Background: an optimization exercise with open tools, aiming at small area, a short achievable clock period and few clock cycles per item. Do not read the settings as production practice. Only simulation tests tie the RTL to the original design; equivalence was not proved.

10-25:
## magnetometer_heading_unpack
module magnetometer_heading_unpack
(
    input  wire logic              clk,
    input  wire logic              rst_n,
    input  wire logic              in_valid,
    output logic                   in_ready,
    input  wire logic [7:0]        x_high_byte,
    input  wire logic [7:0]        x_low_byte,
    input  wire logic [7:0]        y_high_byte,
    input  wire logic [7:0]        y_low_byte,
    input  wire logic [7:0]        z_high_byte,
    input  wire logic [7:0]        z_low_byte,
    output logic                   out_valid,
    input  wire logic              out_ready,
    output logic signed [15:0]     mag_x,
    output logic signed [15:0]     mag_y,
    output logic signed [15:0]     mag_z,
    output logic [16:0]            heading
);
Size: about 6200 cells after synthesis, ~1500 flip-flops, ~80000 µm² of cells after synthesis.
export LEC_CHECK = 0
export CAP_MARGIN = 20
export CORE_MARGIN = 2
export CORE_UTILIZATION = 60
export CTS_BUF_LIST = sky130_fd_sc_hd__clkbuf_16
export CTS_CLUSTER_DIAMETER = 80
export CTS_CLUSTER_SIZE = 25
export SETUP_SLACK_MARGIN = 2.2
export SLEW_MARGIN = 20
create_clock -name core_clock -period 6.0 [get_ports {clk}]
run.sh (not shown) runs the stock make flow with config.mk's settings and CLKGATE_MAP_FILE= SYNTH_SCRIPT=/design/flow/synth_recipe.tcl, a recipe that flattens the netlist after the stock synthesis.
10-25 went all the way through synthesis, placement and routing and the layout is clean on timing, DRC and antenna.
Testbench counts of 10-25, summed over its fixed seeds: cycles 16,120, items 16,000.
Edits applied to the flow inputs when going from 10-25 to 11-11:
Settings: CTS_BUF_LIST no longer set, was sky130_fd_sc_hd__clkbuf_16; SETUP_SLACK_MARGIN now 2.5, was 2.2; CTS_CLUSTER_DIAMETER no longer set, was 80; CTS_CLUSTER_SIZE no longer set, was 25.
Results
Of 10-25 and 11-11, the lower number of cells upsized or downsized after cts belongs to 10-25. Going from 10-25 to 11-11, worst-case headroom to the max-slew limit moved up.

========
Starting RTL as in the previous note.
## magnetometer_heading_unpack
module magnetometer_heading_unpack
(
    input  wire logic              clk,
    input  wire logic              rst_n,
    input  wire logic              in_valid,
    output logic                   in_ready,
    input  wire logic [7:0]        x_high_byte,
    input  wire logic [7:0]        x_low_byte,
    input  wire logic [7:0]        y_high_byte,
    input  wire logic [7:0]        y_low_byte,
    input  wire logic [7:0]        z_high_byte,
    input  wire logic [7:0]        z_low_byte,
    output logic                   out_valid,
    input  wire logic              out_ready,
    output logic signed [15:0]     mag_x,
    output logic signed [15:0]     mag_y,
    output logic signed [15:0]     mag_z,
    output logic [16:0]            heading
);
clock: 6.0 ns
lec_check: 0
cap_margin: 20
core_margin: 2
core_utilization: 60
cts_buf_list: sky130_fd_sc_hd__clkbuf_16
cts_cluster_diameter: 80
cts_cluster_size: 25
setup_slack_margin: 2.35
slew_margin: 20
The starting point finished clean.
Testbench counts at the start, summed over its fixed seeds: cycles 16,120, items 16,000.
Then changed:
--- a/flow/config.mk
+++ b/flow/config.mk
@@ -14 +14,2 @@
-export SETUP_SLACK_MARGIN = 2.35
+export PLACE_DENSITY = 0.75
+export SETUP_SLACK_MARGIN = 2.5
Result:
- The changed run finished with timing, DRC and antenna clean
- worst setup slack gets better by 0.053 ns
- cell area goes up by 1.2%
- die area is unchanged
- first-iteration DRC count rises by 8.3%
- count of clock-buffer cells in the layout is higher by 2
- utilization rises by 0.77 points
- global-route usage barely changes
- fmax rose by 1.5%
- wire length rose by 0.46%

========
Starting RTL as in the previous note.
==> flow/config.mk <==
export PLATFORM = sky130hd
export DESIGN_NAME = magnetometer_heading_unpack
export DESIGN_NICKNAME = magnetometer_heading_unpack
export VERILOG_FILES = /design/flow/design.v
export SDC_FILE = /design/flow/constraint.sdc
export NUM_CORES = 4
export LEC_CHECK = 0
export CAP_MARGIN = 20
export CORE_MARGIN = 2
export CORE_UTILIZATION = 60
export CTS_BUF_LIST = sky130_fd_sc_hd__clkbuf_16
export CTS_CLUSTER_DIAMETER = 80
export CTS_CLUSTER_SIZE = 25
export SETUP_SLACK_MARGIN = 2.8
export SLEW_MARGIN = 20
==> flow/constraint.sdc <==
create_clock -name core_clock -period 6.0 [get_ports {clk}]
set_input_delay 1.2000 -clock core_clock [delete_from_list [all_inputs] [get_ports {clk}]]
set_output_delay 1.2000 -clock core_clock [all_outputs]
set_load 0.01 [all_outputs]
The starting point ran to the end with no violations.
Testbench counts at the start, summed over its fixed seeds: cycles 16,120, items 16,000.
Change:
- SETUP_SLACK_MARGIN: 2.8 -> 2.5
Result: The changed run completed with no timing, DRC or antenna violations. Die area is unchanged. Core utilization decreases by 3.1 points. Worst hold slack stays flat. Non-clock buffer count shrinks by 178. Synthesized area is unchanged. Global-route usage shrinks by 0.66 points. First-iteration DRC count fell by 5.7%. Design area drops by 4.4%. Routed wire length went down by 4.1%. Clock-buffer cell count does not change.

afterwards: timing with drivers on the ports:
The flow's constraints put no driver on any port. The routed layouts listed below were extracted and timed again, unchanged, in two steps. Step 1, drivers: a clkbuf_16 drives clk and a buf_2 each remaining input, both assumed. Step 2 adds t to the input delays and takes it off the output delays; t is the mean of the earliest and latest rising clock arrival at the registers after step 1. Input paths then give back, and output paths get back, about the clock's delay inside the block. Three values: ideal, step 1, step 2; two values: the first two.
run | t, ns | slack for setup (ns) | worst setup path at the end
10-25 | 0.789 | 2.250 / 2.242 / 1.543 | input to register
11-11 | 0.871 | 2.511 / 2.511 / 1.767 | input to register
the first run of note 2 | 0.791 | 2.404 / 2.407 / 1.644 | input to register
the second run of note 2 | 0.816 | 2.457 / 2.482 / 1.673 | input to register
the first run of note 3 | 0.794 | 2.541 / 2.541 / 1.781 | input to register
the second run of note 3 | 0.790 | 2.477 / 2.477 / 1.797 | input to register
After both steps setup and hold are still met in every run listed. The setup slack of the second run of note 2, which loses most, moves by +0.025 ns with the drivers and by -0.784 ns with both steps.
